Source: an optimization exercise on an open RTL-to-GDS flow (aim: small area). Production flows keep margins and buffers that such runs may drop. Function was checked by simulation only, so behaviour that the tests miss may differ from the original. Power is estimated from default activity; no workload was simulated.

<file path="config.mk">
export PLATFORM = sky130hd
export DESIGN_NAME = csr_file_top
export DESIGN_NICKNAME = csr_file_top
export VERILOG_FILES = /design/flow/design.v
export SDC_FILE = /design/flow/constraint.sdc
export NUM_CORES = 4
export LEC_CHECK = 0
export CAP_MARGIN = 20
export CORE_MARGIN = 2
export CORE_UTILIZATION = 75
export CTS_BUF_LIST = sky130_fd_sc_hd__clkbuf_16
export CTS_CLUSTER_DIAMETER = 100
export CTS_CLUSTER_SIZE = 25
export SLEW_MARGIN = 20
export BUFFER_PORTS_ARGS = -buffer_cell sky130_fd_sc_hd__buf_1
</file>
<file path="constraint.sdc">
create_clock -name core_clock -period 7.0 [get_ports {clk}]
set_input_delay 1.4000 -clock core_clock [delete_from_list [all_inputs] [get_ports {clk}]]
set_output_delay 1.4000 -clock core_clock [all_outputs]
set_load 0.01 [all_outputs]
</file>
<file path="design.v">
package csr_pkg;
  localparam int xlen       = 32;
  localparam int csr_addr_w = 12;
  localparam int cause_w    = 4;
  localparam int cnt_w      = 64;   
  localparam int n_ext_irq  = 8;
  typedef logic [xlen-1:0] csr_data_t;
  typedef enum logic [csr_addr_w-1:0] {
    addr_mstatus   = 12'h300,
    addr_misa      = 12'h301,
    addr_mie       = 12'h304,
    addr_mtvec     = 12'h305,
    addr_mscratch  = 12'h340,
    addr_mepc      = 12'h341,
    addr_mcause    = 12'h342,
    addr_mtval     = 12'h343,
    addr_mip       = 12'h344,
    addr_mcycle    = 12'hB00,
    addr_minstret  = 12'hB02,
    addr_mcycleh   = 12'hB80,
    addr_minstreth = 12'hB82,
    addr_cycle     = 12'hC00,
    addr_instret   = 12'hC02,
    addr_cycleh    = 12'hC80,
    addr_instreth  = 12'hC82,
    addr_mvendorid = 12'hF11,
    addr_marchid   = 12'hF12,
    addr_mimpid    = 12'hF13,
    addr_mhartid   = 12'hF14
  } csr_addr_e;
  typedef enum logic [2:0] {
    cmd_idle  = 3'b000,
    cmd_read  = 3'b100,
    cmd_write = 3'b101,
    cmd_set   = 3'b110,
    cmd_clear = 3'b111
  } csr_cmd_e;
  typedef enum logic [1:0] {
    priv_user    = 2'b00,
    priv_machine = 2'b11
  } priv_e;
  typedef enum logic [cause_w:0] {
    cause_inst_misaligned  = 5'h00,
    cause_inst_fault       = 5'h01,
    cause_illegal_inst     = 5'h02,
    cause_breakpoint       = 5'h03,
    cause_load_misaligned  = 5'h04,
    cause_load_fault       = 5'h05,
    cause_store_misaligned = 5'h06,
    cause_store_fault      = 5'h07,
    irq_software           = 5'h13,
    irq_timer              = 5'h17,
    irq_external           = 5'h1B
  } mcause_e;
  typedef struct packed {
    csr_cmd_e              cmd;
    logic [csr_addr_w-1:0] addr;
    csr_data_t             wdata;
  } csr_req_t;
  typedef struct packed {
    logic               exception;
    logic               is_int;
    logic [cause_w-1:0] code;
    csr_data_t          pc;
    csr_data_t          mem_addr;
    csr_data_t          inst;
  } trap_req_t;
  typedef struct packed {
    logic                  wen;
    logic [csr_addr_w-1:0] addr;
    csr_data_t             data;
  } csr_wr_t;
  localparam int mstatus_mie  = 3;
  localparam int mstatus_mpie = 7;
  localparam int mstatus_mpp  = 11;
  localparam int mip_msip     = 3;
  localparam int mip_mtip     = 7;
  localparam int mip_meip     = 11;
  localparam csr_data_t mtvec_reset = 32'h8000_0000;
  localparam csr_data_t mepc_reset  = 32'h0000_0080;
  localparam csr_data_t vendor_id  = 32'd0;
  localparam csr_data_t arch_id    = 32'd31;
  localparam csr_data_t impl_id    = 32'd1;
  localparam csr_data_t hart_id    = 32'd0;
  localparam csr_data_t misa_value = 32'h4010_1100;   
endpackage
module csr_access_ctrl (
  input  csr_pkg::csr_req_t  csr_req,
  input  csr_pkg::priv_e     prv,
  input  csr_pkg::csr_data_t rdata,
  input  logic               defined,
  output logic               illegal_access,
  output csr_pkg::csr_wr_t   csr_wr
);
  logic               is_access;
  logic               is_write;
  logic               ro_region;
  logic               priv_low;
  csr_pkg::csr_data_t wr_data;
  assign is_access = (csr_req.cmd != csr_pkg::cmd_idle);
  assign is_write  = csr_req.cmd[2] && (csr_req.cmd[1:0] != 2'b00);
  assign ro_region = (csr_req.addr[11:10] == 2'b11);    
  assign priv_low  = (csr_req.addr[9:8] > prv);         
  assign illegal_access = is_access && (!defined || (is_write && ro_region) || priv_low);
  always_comb begin
    case (csr_req.cmd)
      csr_pkg::cmd_set:   wr_data = rdata | csr_req.wdata;
      csr_pkg::cmd_clear: wr_data = rdata & ~csr_req.wdata;
      default:            wr_data = csr_req.wdata;
    endcase
  end
  assign csr_wr.wen  = is_write && (prv == csr_pkg::priv_machine);
  assign csr_wr.addr = csr_req.addr;
  assign csr_wr.data = wr_data;
endmodule
module csr_trap_unit (
  input  logic               clk,
  input  logic               nreset,
  input  logic               live,
  input  csr_pkg::csr_wr_t   csr_wr,
  input  csr_pkg::trap_req_t trap,
  input  logic               mret,
  output csr_pkg::priv_e     prv,
  output csr_pkg::csr_data_t mstatus,
  output logic               mie_bit,
  output csr_pkg::csr_data_t mtvec,
  output csr_pkg::csr_data_t mscratch,
  output csr_pkg::csr_data_t mepc,
  output csr_pkg::csr_data_t mcause,
  output csr_pkg::csr_data_t mtval,
  output csr_pkg::csr_data_t handler_pc
);
  csr_pkg::priv_e     mpp;
  logic               mpie;
  logic               wr_mstatus;
  logic               wr_mtvec, wr_mscratch, wr_mepc, wr_mcause, wr_mtval;
  logic               tval_pc, tval_mem, tval_inst;
  logic [29:0]        mtvec_q;
  assign wr_mstatus  = csr_wr.wen && (csr_wr.addr == csr_pkg::addr_mstatus);
  assign wr_mtvec    = csr_wr.wen && (csr_wr.addr == csr_pkg::addr_mtvec);
  assign wr_mscratch = csr_wr.wen && (csr_wr.addr == csr_pkg::addr_mscratch);
  assign wr_mepc     = csr_wr.wen && (csr_wr.addr == csr_pkg::addr_mepc);
  assign wr_mcause   = csr_wr.wen && (csr_wr.addr == csr_pkg::addr_mcause);
  assign wr_mtval    = csr_wr.wen && (csr_wr.addr == csr_pkg::addr_mtval);
  assign tval_pc   = !trap.is_int && (trap.code[3:1] == 3'b000);
  assign tval_mem  = !trap.is_int && (trap.code[3:2] == 2'b01);
  assign tval_inst = !trap.is_int && (trap.code == 4'd2);
  assign mtvec      = {mtvec_q, 2'b00};
  assign handler_pc = mtvec;
  always_comb begin
    mstatus                                 = '0;
    mstatus[csr_pkg::mstatus_mpp +: 2]      = mpp;
    mstatus[csr_pkg::mstatus_mpie]          = mpie;
    mstatus[csr_pkg::mstatus_mie]           = mie_bit;
  end
  always_ff @(posedge clk or negedge nreset) begin
    if (!nreset) begin
      prv     <= csr_pkg::priv_machine;
      mpp     <= csr_pkg::priv_user;
      mpie    <= 1'b0;
      mie_bit <= 1'b0;
    end else if (wr_mstatus) begin
      if (csr_wr.data[csr_pkg::mstatus_mpp +: 2] != 2'b10) begin   
        mpp <= csr_pkg::priv_e'(csr_wr.data[csr_pkg::mstatus_mpp +: 2]);
      end
      mpie    <= csr_wr.data[csr_pkg::mstatus_mpie];
      mie_bit <= csr_wr.data[csr_pkg::mstatus_mie];
    end else if (trap.exception) begin
      prv     <= csr_pkg::priv_machine;
      mpp     <= prv;
      mpie    <= mie_bit;
      mie_bit <= 1'b0;
    end else if (mret) begin
      prv     <= mpp;
      mpp     <= csr_pkg::priv_user;
      mie_bit <= mpie;
      mpie    <= 1'b1;
    end
  end
  logic [29:0]        mtvec_n;
  csr_pkg::csr_data_t mepc_n;
  logic [29:0]        mtvec_nxt;
  csr_pkg::csr_data_t mepc_nxt;
  assign mtvec_q = live ? ~mtvec_n : csr_pkg::mtvec_reset[csr_pkg::xlen-1:2];
  assign mepc    = live ? ~mepc_n  : csr_pkg::mepc_reset;
  logic keep_mtvec, keep_mepc, trap_mepc;
  assign keep_mtvec = !wr_mtvec;
  assign keep_mepc  = !wr_mepc && !trap.exception;
  assign trap_mepc  = !wr_mepc && trap.exception;
  assign mtvec_nxt = ({30{wr_mtvec}}   & csr_wr.data[csr_pkg::xlen-1:2]) |
                     ({30{keep_mtvec}} & mtvec_q);
  assign mepc_nxt  = ({csr_pkg::xlen{wr_mepc}}   & csr_wr.data)                          |
                     ({csr_pkg::xlen{trap_mepc}} & {trap.pc[csr_pkg::xlen-1:1], 1'b0}) |
                     ({csr_pkg::xlen{keep_mepc}} & mepc);
  always_ff @(posedge clk) begin
    mtvec_n <= ~mtvec_nxt;
    mepc_n  <= ~mepc_nxt;
  end
  logic hold_mscratch, hold_mcause, hold_mtval;
  logic set_mcause, set_pc, set_mem, set_inst;
  assign hold_mscratch = live && !wr_mscratch;
  assign hold_mcause   = live && !wr_mcause && !trap.exception;
  assign set_mcause    = !wr_mcause && trap.exception;
  assign hold_mtval    = live && !wr_mtval && !(trap.exception && (tval_pc || tval_mem || tval_inst));
  assign set_pc        = !wr_mtval && trap.exception && tval_pc;
  assign set_mem       = !wr_mtval && trap.exception && tval_mem;
  assign set_inst      = !wr_mtval && trap.exception && tval_inst;
  always_ff @(posedge clk) begin
    mscratch <= ({csr_pkg::xlen{wr_mscratch}}   & csr_wr.data) |
                ({csr_pkg::xlen{hold_mscratch}} & mscratch);
    mcause   <= ({csr_pkg::xlen{wr_mcause}}     & csr_wr.data) |
                ({csr_pkg::xlen{hold_mcause}}   & mcause)      |
                ({csr_pkg::xlen{set_mcause}}    & {trap.is_int,
                                                   {(csr_pkg::xlen-csr_pkg::cause_w-1){1'b0}},
                                                   trap.code});
    mtval    <= ({csr_pkg::xlen{wr_mtval}}      & csr_wr.data)   |
                ({csr_pkg::xlen{hold_mtval}}    & mtval)         |
                ({csr_pkg::xlen{set_pc}}        & trap.pc)       |
                ({csr_pkg::xlen{set_mem}}       & trap.mem_addr) |
                ({csr_pkg::xlen{set_inst}}      & trap.inst);
  end
endmodule
module csr_counters (
  input  logic                      clk,
  input  logic                      live,
  input  csr_pkg::csr_wr_t          csr_wr,
  input  logic                      retire,
  output logic [csr_pkg::cnt_w-1:0] cycle,
  output logic [csr_pkg::cnt_w-1:0] instret
);
  localparam int lo = csr_pkg::xlen;
  logic [csr_pkg::cnt_w-1:0] count [2];   
  logic [1:0]                step;
  assign step    = {retire, 1'b1};        
  assign cycle   = count[0];
  assign instret = count[1];
  for (genvar i = 0; i < 2; i++) begin : g_count
    localparam csr_pkg::csr_addr_e lo_addr =
      (i == 0) ? csr_pkg::addr_mcycle : csr_pkg::addr_minstret;
    localparam csr_pkg::csr_addr_e hi_addr =
      (i == 0) ? csr_pkg::addr_mcycleh : csr_pkg::addr_minstreth;
    logic                      wr_lo;
    logic                      wr_hi;
    logic [csr_pkg::cnt_w-1:0] inc;
    logic [csr_pkg::cnt_w-1:0] carry;
    logic [csr_pkg::cnt_w-1:0] wr_mask;
    logic [csr_pkg::cnt_w-1:0] inc_mask;
    assign wr_lo = csr_wr.wen && (csr_wr.addr == lo_addr);
    assign wr_hi = csr_wr.wen && (csr_wr.addr == hi_addr);
    localparam int blk  = 4;
    localparam int nblk = csr_pkg::cnt_w / blk;
    logic           cin;
    logic [nblk-1:0] ones;       
    logic [nblk:0]   ones_pre;   
    assign cin         = step[i] && !wr_lo && !wr_hi;
    assign ones_pre[0] = 1'b1;
    for (genvar k = 0; k < nblk; k++) begin : g_blk
      assign ones[k]       = &count[i][k*blk +: blk];
      assign ones_pre[k+1] = ones_pre[k] & ones[k];
      assign carry[k*blk]  = cin & ones_pre[k];
      for (genvar j = 0; j < blk; j++) begin : g_bit
        localparam int b = k*blk + j;
        if (b == 0) begin : g_b0
          assign inc[b] = (live & count[i][b]) ^ carry[b];
        end else begin : g_bn
          assign inc[b] = count[i][b] ^ carry[b];
        end
        if (j < blk-1) begin : g_c
          assign carry[b+1] = carry[b] & count[i][b];
        end
      end
    end
    assign wr_mask  = {{lo{wr_hi}}, {lo{wr_lo}}};
    assign inc_mask = {{lo{live && !wr_hi}}, {(lo-1){live && !wr_lo}}, !wr_lo};
    always_ff @(posedge clk) begin
      count[i] <= (wr_mask & {2{csr_wr.data}}) | (inc_mask & inc);
    end
  end
endmodule
module csr_irq_ctrl (
  input  logic                          clk,
  input  logic                          nreset,
  input  csr_pkg::csr_wr_t              csr_wr,
  input  logic                          timer_tick,
  input  logic [csr_pkg::n_ext_irq-1:0] ext_irq,
  input  csr_pkg::priv_e                prv,
  input  logic                          mie_bit,
  output csr_pkg::csr_data_t            mip,
  output logic                          interrupt_pending,
  output logic                          interrupt_taken,
  output csr_pkg::mcause_e              interrupt_code
);
  logic msip;    
  logic mtip;
  logic meip;
  always_ff @(posedge clk or negedge nreset) begin
    if (!nreset) begin
      msip <= 1'b0;
      mtip <= 1'b0;
      meip <= 1'b0;
    end else if (csr_wr.wen && (csr_wr.addr == csr_pkg::addr_mip)) begin
      msip <= csr_wr.data[csr_pkg::mip_msip];   
    end else begin
      mtip <= timer_tick;
      meip <= |ext_irq;
    end
  end
  always_comb begin
    mip                    = '0;
    mip[csr_pkg::mip_msip] = msip;
    mip[csr_pkg::mip_mtip] = mtip;
    mip[csr_pkg::mip_meip] = meip;
  end
  assign interrupt_pending = |mip;
  always_comb begin
    case (prv)
      csr_pkg::priv_user:    interrupt_taken = interrupt_pending;
      csr_pkg::priv_machine: interrupt_taken = interrupt_pending && mie_bit;
      default:               interrupt_taken = 1'b0;
    endcase
  end
  assign interrupt_code = mtip ? csr_pkg::irq_timer    :
                          meip ? csr_pkg::irq_external : csr_pkg::irq_software;
endmodule
module csr_read_mux (
  input  logic [csr_pkg::csr_addr_w-1:0] addr,
  input  logic                           live,
  input  csr_pkg::csr_data_t             mstatus,
  input  csr_pkg::csr_data_t             mtvec,
  input  csr_pkg::csr_data_t             mscratch,
  input  csr_pkg::csr_data_t             mepc,
  input  csr_pkg::csr_data_t             mcause,
  input  csr_pkg::csr_data_t             mtval,
  input  csr_pkg::csr_data_t             mip,
  input  logic [csr_pkg::cnt_w-1:0]      cycle,
  input  logic [csr_pkg::cnt_w-1:0]      instret,
  output csr_pkg::csr_data_t             rdata,
  output logic                           defined
);
  localparam int lo = csr_pkg::xlen;   
  logic s_mstatus, s_misa, s_mie, s_mtvec, s_mscratch, s_mepc, s_mcause, s_mtval, s_mip;
  logic s_cyc_lo, s_cyc_hi, s_ins_lo, s_ins_hi;
  logic s_vendor, s_arch, s_impl, s_hart;
  logic cnt_page;
  assign s_mstatus  = (addr == csr_pkg::addr_mstatus);
  assign s_misa     = (addr == csr_pkg::addr_misa);
  assign s_mie      = (addr == csr_pkg::addr_mie);
  assign s_mtvec    = (addr == csr_pkg::addr_mtvec);
  assign s_mscratch = (addr == csr_pkg::addr_mscratch);
  assign s_mepc     = (addr == csr_pkg::addr_mepc);
  assign s_mcause   = (addr == csr_pkg::addr_mcause);
  assign s_mtval    = (addr == csr_pkg::addr_mtval);
  assign s_mip      = (addr == csr_pkg::addr_mip);
  assign cnt_page = (addr[11:8] == 4'hB) || (addr[11:8] == 4'hC);
  assign s_cyc_lo = cnt_page && (addr[7:0] == 8'h00);
  assign s_cyc_hi = cnt_page && (addr[7:0] == 8'h80);
  assign s_ins_lo = cnt_page && (addr[7:0] == 8'h02);
  assign s_ins_hi = cnt_page && (addr[7:0] == 8'h82);
  assign s_vendor = (addr == csr_pkg::addr_mvendorid);
  assign s_arch   = (addr == csr_pkg::addr_marchid);
  assign s_impl   = (addr == csr_pkg::addr_mimpid);
  assign s_hart   = (addr == csr_pkg::addr_mhartid);
  assign defined = s_mstatus | s_misa | s_mie | s_mtvec | s_mscratch | s_mepc | s_mcause |
                   s_mtval | s_mip | s_cyc_lo | s_cyc_hi | s_ins_lo | s_ins_hi |
                   s_vendor | s_arch | s_impl | s_hart;
  always_comb begin
    rdata = ({32{s_mstatus}}           & mstatus)                     |
            ({32{s_misa}}              & csr_pkg::misa_value)         |
            ({32{s_mtvec}}             & mtvec)                       |
            ({32{s_mscratch && live}}  & mscratch)                    |
            ({32{s_mepc}}              & mepc)                        |
            ({32{s_mcause && live}}    & mcause)                      |
            ({32{s_mtval && live}}     & mtval)                       |
            ({32{s_mip}}               & mip)                         |
            ({32{s_cyc_lo && live}}    & cycle[lo-1:0])               |
            ({32{s_cyc_hi && live}}    & cycle[csr_pkg::cnt_w-1:lo])  |
            ({32{s_ins_lo && live}}    & instret[lo-1:0])             |
            ({32{s_ins_hi && live}}    & instret[csr_pkg::cnt_w-1:lo])|
            ({32{s_vendor}}            & csr_pkg::vendor_id)          |
            ({32{s_arch}}              & csr_pkg::arch_id)            |
            ({32{s_impl}}              & csr_pkg::impl_id)            |
            ({32{s_hart}}              & csr_pkg::hart_id);
  end
endmodule
module csr_file_top (
  input  logic                            clk,
  input  logic                            nreset,
  input  logic [2:0]                      csr_cmd,
  input  logic [csr_pkg::csr_addr_w-1:0]  csr_addr,
  input  logic [csr_pkg::xlen-1:0]        csr_wdata,
  input  logic                            trap_exception,
  input  logic                            trap_is_int,
  input  logic [csr_pkg::cause_w-1:0]     trap_code,
  input  logic [csr_pkg::xlen-1:0]        trap_pc,
  input  logic [csr_pkg::xlen-1:0]        trap_mem_addr,
  input  logic [csr_pkg::xlen-1:0]        trap_inst,
  input  logic                            mret,
  input  logic                            retire,
  input  logic                            timer_tick,
  input  logic [csr_pkg::n_ext_irq-1:0]   ext_irq,
  output logic [csr_pkg::xlen-1:0]        rdata,
  output logic                            illegal_access,
  output logic [1:0]                      prv,
  output logic [csr_pkg::xlen-1:0]        handler_pc,
  output logic [csr_pkg::xlen-1:0]        mepc,
  output logic                            interrupt_pending,
  output logic                            interrupt_taken,
  output logic [csr_pkg::cause_w:0]       interrupt_code
);
  csr_pkg::csr_req_t         csr_req;
  csr_pkg::trap_req_t        trap;
  csr_pkg::priv_e            prv_e;
  csr_pkg::mcause_e          interrupt_code_e;
  assign csr_req.cmd   = csr_pkg::csr_cmd_e'(csr_cmd);
  assign csr_req.addr  = csr_addr;
  assign csr_req.wdata = csr_wdata;
  assign trap.exception = trap_exception;
  assign trap.is_int    = trap_is_int;
  assign trap.code      = trap_code;
  assign trap.pc        = trap_pc;
  assign trap.mem_addr  = trap_mem_addr;
  assign trap.inst      = trap_inst;
  assign prv            = prv_e;
  assign interrupt_code = interrupt_code_e;
  logic                      defined;
  csr_pkg::csr_wr_t          csr_wr;       
  csr_pkg::csr_data_t        mstatus;
  logic                      mie_bit;
  csr_pkg::csr_data_t        mtvec;
  csr_pkg::csr_data_t        mscratch;
  csr_pkg::csr_data_t        mcause;
  csr_pkg::csr_data_t        mtval;
  csr_pkg::csr_data_t        mip;
  logic [csr_pkg::cnt_w-1:0] cycle;
  logic [csr_pkg::cnt_w-1:0] instret;
  logic                      live;         
  always_ff @(posedge clk or negedge nreset) begin
    if (!nreset) live <= 1'b0;
    else         live <= 1'b1;
  end
  csr_access_ctrl csr_access_ctrl_i (
    .csr_req        (csr_req),
    .prv            (prv_e),
    .rdata          (rdata),
    .defined        (defined),
    .illegal_access (illegal_access),
    .csr_wr         (csr_wr)
  );
  csr_trap_unit csr_trap_unit_i (
    .clk        (clk),
    .nreset     (nreset),
    .live       (live),
    .csr_wr     (csr_wr),
    .trap       (trap),
    .mret       (mret),
    .prv        (prv_e),
    .mstatus    (mstatus),
    .mie_bit    (mie_bit),
    .mtvec      (mtvec),
    .mscratch   (mscratch),
    .mepc       (mepc),
    .mcause     (mcause),
    .mtval      (mtval),
    .handler_pc (handler_pc)
  );
  csr_counters csr_counters_i (
    .clk     (clk),
    .live    (live),
    .csr_wr  (csr_wr),
    .retire  (retire),
    .cycle   (cycle),
    .instret (instret)
  );
  csr_irq_ctrl csr_irq_ctrl_i (
    .clk               (clk),
    .nreset            (nreset),
    .csr_wr            (csr_wr),
    .timer_tick        (timer_tick),
    .ext_irq           (ext_irq),
    .prv               (prv_e),
    .mie_bit           (mie_bit),
    .mip               (mip),
    .interrupt_pending (interrupt_pending),
    .interrupt_taken   (interrupt_taken),
    .interrupt_code    (interrupt_code_e)
  );
  csr_read_mux csr_read_mux_i (
    .addr     (csr_req.addr),
    .live     (live),
    .mstatus  (mstatus),
    .mtvec    (mtvec),
    .mscratch (mscratch),
    .mepc     (mepc),
    .mcause   (mcause),
    .mtval    (mtval),
    .mip      (mip),
    .cycle    (cycle),
    .instret  (instret),
    .rdata    (rdata),
    .defined  (defined)
  );
endmodule
</file>
<file path="flow/run.sh">
#!/bin/bash
# The standard layout (standard.sh) with two changes:
#  - synthesis maps the logic with an area-oriented ABC script (flow/synth_area.tcl);
#    the flip-flops and their names are the standard synthesis's;
#  - the port buffers that global placement adds to every input and output are the
#    smallest buffer cell instead of the clkdlybuf4s50_1 that buffer_ports picks.
# Each tool's full output is in orfs/logs/; make's own output is in flow_make.log.
set -euo pipefail
here=$(pwd)
echo 'export BUFFER_PORTS_ARGS = -buffer_cell sky130_fd_sc_hd__buf_1' >> config.mk
sed "s#SYNTH_SCRIPT=[^ ]*#SYNTH_SCRIPT=$here/flow/synth_area.tcl#" standard.sh > area_standard.sh
grep -q "SYNTH_SCRIPT=$here/flow/synth_area.tcl" area_standard.sh
bash area_standard.sh > flow_make.log 2>&1
</file>
<file path="flow/abc_area.script">
&get -n
&st
&dc2
&st
&dch
&nf -R 1000 -E 100 -C 32 -F 8
&put
</file>
<file path="flow/synth_area.tcl">
# The standard synthesis script (synth_recipe.tcl), with one change: ABC maps the
# logic with flow/abc_area.script, an area-oriented mapping, instead of ORFS's speed
# script, and the adders are left to ABC rather than mapped to half/full adder cells
# first (ADDER_MAP_FILE unset). Everything else, flip-flop mapping included, is the
# standard synthesis.
set area_script [file join [file dirname [file normalize [info script]]] abc_area.script]
proc synth {args} { yosys synth -nofsm -noshare {*}$args }
proc abc {args} {
  set i [lsearch -exact $args -script]
  if {$i >= 0} {
    set args [lreplace $args [expr {$i+1}] [expr {$i+1}] $::area_script]
  }
  yosys abc {*}$args
}
if {[info exists ::env(ADDER_MAP_FILE)]} { unset ::env(ADDER_MAP_FILE) }
source $::env(SCRIPTS_DIR)/synth.tcl
# left out here: clear keep_hierarchy, flatten, clean up, hide names made inside functions, write 1_2_yosys.v
</file>
<file path="standard.sh">
#!/bin/bash
# synth_recipe.tcl (not shown) runs the flow's synth.tcl, then flattens the netlist and writes it again
# the make line also repeats each setting of config.mk as NAME=value (left out here)
make -C /OpenROAD-flow-scripts/flow DESIGN_CONFIG=/design/flow/config.mk WORK_HOME=/design/flow/orfs CLKGATE_MAP_FILE= SYNTH_SCRIPT=/design/flow/synth_recipe.tcl "${@:-finish}"
</file>
==> metrics.yaml, run 1 <==
run_status:
  status: "no timing/DRC/antenna violations"
clock_network:
  clock_path_buffers: 3
  clock_insertion_delay_worst_skew_ns: 0.50
  cts_sinks: 296
  tritoncts: "done"
  cts-buffers-inserted: 15
  htree_num_levels: 1
  root_buffer: "clkbuf_16"
  clk_pin_slew_ns: 0.10
synth:
  synth_top_cells_by_area: "dfxtp_1 44%, o21ai_0 6.8%, a222oi_1 6.6%, o32ai_1 5.6%, nor2_1 5.5%"
  most_frequent_cell_after_synthesis: "dfxtp_1"
  mappedNetlistArea_um2: 13000
  synth-warning-count: 7
  synth.top_cell.area_share_pct: 43.9
  ys_top_cells_by_count: "286 x dfxtp_1, 190 x nor2_1, 177 x nand2_1, 177 x o21ai_0, 88 x a21oi_1"
  syn-mean-instance-area_um2: 8.67
  synthArstFlopShare_pct: 3.38
  yosys_register_bits: 296
  largest_area_contributor_in_the_netlist: "dfxtp_1"
  synth-main-ff-cell: "dfxtp_1"
  seq_area_frac_synth_pct: 45.8
  synthDistinctLibCells: 46
  synthesis.instances: 1505
  synth-edff-count: 0
floorplanning:
  std_cell_rows: 48
  die_area_um2: 18500
  design.core.area_um2: 17200
  num_io_pins: 268
  die_height_um: 136
  die-width_um: 136
  floorplan.initialDensity_pct: 75.9
placement:
  routabilityCongestion: 1.03
  post-dp-hpwl_mm: 31.8
  place_worst_setup_slack_ns: -0.137
  numPortBuffers: 262
  numPlacedInstances: 2026
finish:
  fin_nets: 1981
  area_growth_pct: 15.7
  antenna_cells: 0
  post_route_cells_drive_above_1_share_pct: 4.23
  fin_cells: 2045
power:
  powerDensity_nw_per_um2: 196
  totalPowerFinal_uw: 2960
  vdd_ir_drop_max_v: 0.000202
  leakagePower_uw: 0.00499
job:
  cap_viol_max_count: 0
detailed_routing:
  drtIter0Drc: 2928
  via_count: 15968
  drt-total-wl_mm: 50.5
  avgViaCountPerCell: 7.81
  number_of_nets_with_antenna_violations_after_routing: 0
  routedWlPerCell_um: 24.7
  drc: 0
  drtPass1Iterations: 13
grt:
  grt_antenna_before_repair: 0
  via_count_of_the_first_global_routing_pass: 15204
  grt_max_degree: 61
  grt-ovfl-total: 0
  track_usage_pct: 52.7
  first_pass_grt_wire_length_mm: 77.0
worst_setup_path:
  end_kind: "flop"
  timing.setup.critical_path_class: "in2reg"
  cp-start-kind: "input pin"
  critical_path.max_fanout: 6
  timing.critical_path.required_ns: 7.35
  cp_data_arrival_time_ns: 6.90
timing:
  slew-limit-headroom_pct: 17.2
  final-setup-viol-count: 0
  finalHoldWorstSlack_ns: 0.467
  slew_violations: 0
  worstMarginPinSlew_ns: 1.24
  timing_hold_violations_final: 0
  fin_crit_sh_pct: 93.6
  max_clock_freq_mhz: 153
  setup_total_negative_slack_ns: 0
  skew_ns: 0.0139
  fin_ws_ns: 0.449
  period_needed_ns: 6.55
  rsz_0062_raised_after_global_routing: "no"
min_path:
  worstHoldPathType: "reg2reg"
## cell type report
class / instances / area [µm²]
clock inverter: 2 / 7.51
tap: 225 / 282
inverter: 21 / 78.8
timing repair buffer: 299 / 1280
sequential: 296 / 5980
clock buffer: 16 / 400
fill: 989 / 2080
multi-input combinational: 1186 / 7070
## state kept, by name, summed over array words and instances (netlist names), 2 cells and up
| signal | count |
|---|---|
| csr_counters_i.count | 128 |
| csr_trap_unit_i.mcause | 32 |
| csr_trap_unit_i.mepc_n | 32 |
| csr_trap_unit_i.mscratch | 32 |
| csr_trap_unit_i.mtval | 32 |
| csr_trap_unit_i.mtvec_n | 30 |
| csr_trap_unit_i.mpp | 2 |
| csr_trap_unit_i.prv | 2 |
## routing by layer
metal  share of wire, %  GRT usage (%)
met4                7.5           34.5
met5                  0              0
met1                 33           64.5
met3                 17           16.3
met2                 43           80.5
## kinds of logic (layout without fill, tap and decap cells)
group	Yosys count	count (layout)	share of synthesized area, %
AOI/OAI and AO/OA	602	602	32.5
and+or+nand+nor	572	572	20.2
DFF	296	296	45.8
buffers and inverters	27	338	0.950
muxes	3	3	0.240
other	2	6	0.0576
xor gates and xnor gates	2	2	0.134
adders and majority gates	1	1	0.0767
## per-stage QoR
stage	instance area [µm²]	util, %
global route	15100	87.9
floorplan	13100	-
CTS	15000	87.6
global placement	14600	85.2
finish	15100	87.9
detailed placement	14600	85.2
## final timing paths
check	end	cells after the start	slack, ns	start
max	csr_counters_i.count[1][63]$_DFF_P_	26	0.45	csr_cmd[1]
min in group asynchronous	csr_trap_unit_i.mie_bit$_DFFE_PN0P_	1	0.85	nreset
min	csr_trap_unit_i.mcause[15]$_DFF_P_	2	0.47	csr_trap_unit_i.mcause[15]$_DFF_P_
min reg2reg	csr_trap_unit_i.mcause[15]$_DFF_P_	2	0.47	csr_trap_unit_i.mcause[15]$_DFF_P_
max reg2reg	csr_counters_i.count[1][63]$_DFF_P_	24	1.27	csr_trap_unit_i.prv[0]$_DFFE_PN1P_
max in group asynchronous	csr_trap_unit_i.prv[1]$_DFFE_PN1P_	1	5.77	nreset
## power breakdown
part | internal (µW) | switching, µW | leakage (µW)
registers | 1720 | 24.3 | 0.00244
clock network | 413 | 549 | 0.000208
logic | 80.0 | 176 | 0.00235
total | 2210 | 749 | 0.00499
## cells in the final DEF, fill, tap and decap left out, types with 16 or more instances in the layout
cell and n:
clkbuf_16 16, and2_0 25, nand2_1 172, nor2_1 188
a222oi_1 86, a221oi_1 41, a22oi_1 61, buf_1 262
and3_1 61, nor3_1 21, o32ai_1 84, a21oi_1 85
nand3_1 21, buf_4 36, nand4_1 38, dfxtp_1 286
o211ai_1 33, o21ai_0 177, clkinv_1 20
## timing repair
action / 4_1_cts / 5_1_grt
endpoints found under the setup margin: 0 / 2
resized for setup: 0 / 2
hold buffers: 0 / 0
hold endpoints to repair: 0 / 0
setup buffers: 0 / 0
## critical path: stages
cell	delay (ns)
buf_1	0.11
o21a_1	0.21
and3_1	0.19
and3_1	0.24
nand2_2	0.10
nand4_1	0.17
nor2_1	0.29
and3_1	0.26
and3_1	0.22
and3_1	0.25
and3_1	0.20
nand3_1	0.19
nor4_1	0.36
buf_4	0.20
clkinv_1	0.08
nor3_1	0.20
buf_4	0.18
nand3_1	0.22
nor3_4	0.37
nand3_1	0.21
nor3_1	0.40
and3_1	0.27
and2_0	0.22
a21oi_1	0.09
o21ai_0	0.12
o21ai_0	0.12
==> run 2: changes to the inputs <==
--- a/config.mk
+++ b/config.mk
@@ -10,6 +10,6 @@
 export CORE_UTILIZATION = 75
 export CTS_BUF_LIST = sky130_fd_sc_hd__clkbuf_16
 export CTS_CLUSTER_DIAMETER = 100
-export CTS_CLUSTER_SIZE = 25
+export CTS_CLUSTER_SIZE = 30
 export SLEW_MARGIN = 20
 export BUFFER_PORTS_ARGS = -buffer_cell sky130_fd_sc_hd__buf_1
==> run 2 against run 1 <==
First-iteration DRC count increased by 12%. Utilization decreased by 0.12 points. Register-to-register slack got worse by 0.10 ns. Worst setup slack got worse by 0.091 ns. Largest cell class unchanged. Highest routed layer unchanged.
==> metrics.yaml, run 2 <==
placement:
  routabilityCongestion: 1.03  # unchanged
  numPortBuffers: 262  # unchanged
  post-dp-hpwl_mm: 31.8  # unchanged
timing:
  skew_ns: 0.0202  # was 0.0139 ns
  rsz_0062_raised_after_global_routing: "no"  # unchanged
  setup_total_negative_slack_ns: 0  # unchanged
  slew_violations: 0  # unchanged
  timing_hold_violations_final: 0  # unchanged
  finalHoldWorstSlack_ns: 0.471  # was 0.467 ns
  slew-limit-headroom_pct: 22.3  # was 17.2%
  fin_crit_sh_pct: 94.9  # was 93.6%
  max_clock_freq_mhz: 151  # was 153 MHz
  final-setup-viol-count: 0  # unchanged
  period_needed_ns: 6.64  # was 6.55 ns
  worstMarginPinSlew_ns: 1.17  # was 1.24 ns
floorplanning:
  die-width_um: 136  # unchanged
  num_io_pins: 268  # unchanged
  die_area_um2: 18500  # unchanged
  die_height_um: 136  # unchanged
  design.core.area_um2: 17200  # unchanged
  std_cell_rows: 48  # unchanged
  floorplan.initialDensity_pct: 75.9  # unchanged
synth:
  syn-mean-instance-area_um2: 8.67  # unchanged
  synthArstFlopShare_pct: 3.38  # unchanged
  ys_top_cells_by_count: "286 x dfxtp_1, 190 x nor2_1, 177 x nand2_1, 177 x o21ai_0, 88 x a21oi_1"  # unchanged
  yosys.area_share.simple_pct: 20.2  # unchanged
  synth-edff-count: 0  # unchanged
  synth.top_cell.area_share_pct: 43.9  # unchanged
  mappedNetlistArea_um2: 13000  # unchanged
  synthXorXnorAreaFrac_pct: 0.134  # unchanged
  synth_top_cells_by_area: "dfxtp_1 44%, o21ai_0 6.8%, a222oi_1 6.6%, o32ai_1 5.6%, nor2_1 5.5%"  # unchanged
  post_synth_mux_area_share_pct: 0.240  # unchanged
  synth_top_family_by_area: "compound AO/OA/AOI/OAI gates"  # unchanged
  post_synth_fa_ha_maj_area_fraction_pct: 0.0767  # unchanged
  synthDistinctLibCells: 46  # unchanged
  yosys_register_bits: 296  # unchanged
  synthesis.instances: 1505  # unchanged
  seq_area_frac_synth_pct: 45.8  # unchanged
  synth-warning-count: 7  # unchanged
  largest_area_contributor_in_the_netlist: "dfxtp_1"  # unchanged
  synth-compound-area-share_pct: 32.5  # unchanged
  synth-main-ff-cell: "dfxtp_1"  # unchanged
  most_frequent_cell_after_synthesis: "dfxtp_1"  # unchanged
finish:
  most_frequent_standard_cell_in_the_layout_excluding_fill_and_tap_cells: "dfxtp_1"  # unchanged
  most-common-layout-cells: "286 x dfxtp_1, 262 x buf_1, 188 x nor2_1"  # unchanged
  area_growth_pct: 15.5  # was 15.7%
  top_register: "csr_counters_i.count"  # unchanged
  fin_nets: 1981  # unchanged
  flip_flop_count_of_the_largest_register_all_copies_and_words_added: 128  # unchanged
  antenna_cells: 0  # unchanged
  post_route_cells_drive_above_1_share_pct: 4.18  # was 4.23%
clock_network:
  clock_insertion_delay_worst_skew_ns: 0.50  # about the same
  tritoncts: "done"  # unchanged
  htree_num_levels: 1  # unchanged
  cts_sinks: 296  # unchanged
  clk_pin_slew_ns: 0.12  # was 0.10 ns
  postCtsHoldBufs: 0  # unchanged
  cts-buffers-inserted: 13  # was 15
  root_buffer: "clkbuf_16"  # unchanged
  clock_path_buffers: 3  # unchanged
  post-cts-setup-buffer-count: 0  # unchanged
worst_setup_path:
  reg_to_reg_setup_timing_slack_ns: 1.17  # was 1.27 ns
  cp-start-kind: "input pin"  # unchanged
  critical_path.max_fanout: 6  # unchanged
  timing.setup.critical_path_class: "in2reg"  # unchanged
  timing.critical_path.required_ns: 7.36  # was 7.35 ns
  cp_data_arrival_time_ns: 7.00  # was 6.90 ns
  end_kind: "flop"  # unchanged
job:
  cap_viol_max_count: 0  # unchanged
detailed_routing:
  drtIter0Drc: 3290  # was 2928
  drtPass1Iterations: 14  # was 13
  avgViaCountPerCell: 7.82  # was 7.81
  routedWlPerCell_um: 24.8  # was 24.7 µm
  number_of_nets_with_antenna_violations_after_routing: 0  # unchanged
  via_count: 15985  # about the same
  drt-total-wl_mm: 50.8  # was 50.5 mm
  drc: 0  # unchanged
power:
  vdd_ir_drop_max_v: 0.000217  # was 0.000202 V
  powerDensity_nw_per_um2: 192  # was 196 nW/µm²
  leakagePower_uw: 0.00497  # was 0.00499 µW
grt:
  track_usage_pct: 53.1  # was 52.7%
  first_pass_grt_wire_length_mm: 77.4  # was 77.0 mm
  grt_max_degree: 61  # unchanged
  grt_antenna_before_repair: 0  # unchanged
  via_count_of_the_first_global_routing_pass: 15039  # was 15.2k
  grt-ovfl-total: 0  # unchanged
run_status:
  status: "no timing/DRC/antenna violations"  # unchanged
min_path:
  worstHoldPathType: "reg2reg"  # unchanged
-- run 2: critical path, cell delays in order --
cell and delay, ns:
buf_1 0.11, o21a_1 0.21, and3_1 0.19, and3_1 0.24, nand2_2 0.10, nand4_1 0.16, nor2_1 0.33, and3_1 0.27
and3_1 0.22, and3_1 0.26, and3_1 0.20, nand3_1 0.19, nor4_1 0.36, buf_4 0.21, clkinv_1 0.09, nor3_1 0.21
buf_4 0.18, nand3_1 0.18, nor3_2 0.44, nand3_1 0.22, nor3_1 0.41, and3_1 0.28, and2_0 0.22, a21oi_1 0.09
o21ai_0 0.11, o21ai_0 0.12
-- run 2: final cells by class --
type	count	area (µm²)
Multi-Input combinational cell	1186	7060
Clock inverter	1	3.75
Fill cell	1000	2100
Timing Repair Buffer	301	1320
Sequential cell	296	5980
Inverter	21	78.8
Tap cell	225	282
Clock buffer	14	350
-- run 2: cell families (layout without fill, tap and decap cells) --
group,after synthesis,count (layout)
XOR/XNOR,2,2
other,2,6
buffers and inverters,27,337
AO/OA/AOI/OAI,602,602
adder cells (fa/ha/maj),1,1
multiplexers,3,3
AND/OR/NAND/NOR,572,572
flip-flops,296,296
-- run 2: metrics by stage --
stage	utilization, %	setup WS (ns)	cell area [µm²]	cells	total power, µW
floorplan	-	0.120	13100	1509	1900
global placement	85.2	0.339	14600	2026	2010
detailed placement	85.2	-0.137	14600	2026	2020
CTS	87.3	0.307	15000	2041	2860
global route	87.8	0.0427	15100	2044	2950
finish	87.8	0.358	15100	2044	2900
-- run 2: where the power goes --
part           total [µW]  leakage (µW)  internal (µW)  switching (µW)
Sequential           1750       0.00244           1720            24.3
Combinational         260       0.00235           82.7             177
Clock                 895      0.000178            364             532
Total                2900       0.00497           2170             733
-- run 2: what timing repair did --
action | 4_1_cts | 5_1_grt
gates resized for setup | 0 | 1
setup endpoints to repair | 0 | 1
endpoints found under the hold margin | 0 | 0
-- run 2: final timing paths --
check | start | end | depth (start not counted)
min | csr_trap_unit_i.mcause[25]$_DFF_P_ | csr_trap_unit_i.mcause[25]$_DFF_P_ | 2
max reg2reg | csr_trap_unit_i.prv[0]$_DFFE_PN1P_ | csr_counters_i.count[1][63]$_DFF_P_ | 24
min reg2reg | csr_trap_unit_i.mcause[25]$_DFF_P_ | csr_trap_unit_i.mcause[25]$_DFF_P_ | 2
min in group asynchronous | nreset | csr_trap_unit_i.mpp[1]$_DFFE_PN0P_ | 1
max | csr_cmd[1] | csr_counters_i.count[1][63]$_DFF_P_ | 26
max in group asynchronous | nreset | live$_DFF_PN0_ | 1
-- run 2: routing by layer --
metal  global-route usage, %  part of all wire, %  vias to the layer above
met5                       0                    0                        -
met4                    34.2                  7.7                        0
met3                    16.1                   17                      419
met2                    80.0                   43                     1767
met1                    66.4                   33                     7132
li1                        -                    -                     6667

==> afterwards: timing with drivers on the ports <==
In the flow no input, the clock included, has a driving cell. The finished layouts below were timed again as built, in two steps. Step 1 assumes that a clkbuf_16 drives the clock port and a buf_2 every other input. Step 2 moves the port delays by t, midway between the first and last clock arrival at a register: inputs arrive t later, outputs are due t later. That takes back most of the time a late clock gives input paths. Three values: ideal, step 1, step 2; two values: the first two.
| run | t, ns | setup slack, ns | worst setup path at the end | worst register clock-pin slew, ns |
|---|---|---|---|---|
| run 1 | 0.546 | 0.449 / 0.479 / -0.066 | input to register | 0.10 / 0.10 |
| run 2 | 0.541 | 0.358 / 0.385 / -0.156 | input to register | 0.12 / 0.12 |
Met with ideal ports but missed after step 2: setup timing in run 1 and run 2. The setup slack of run 1, which loses most, moves by +0.030 ns with the drivers and by -0.515 ns with both steps.
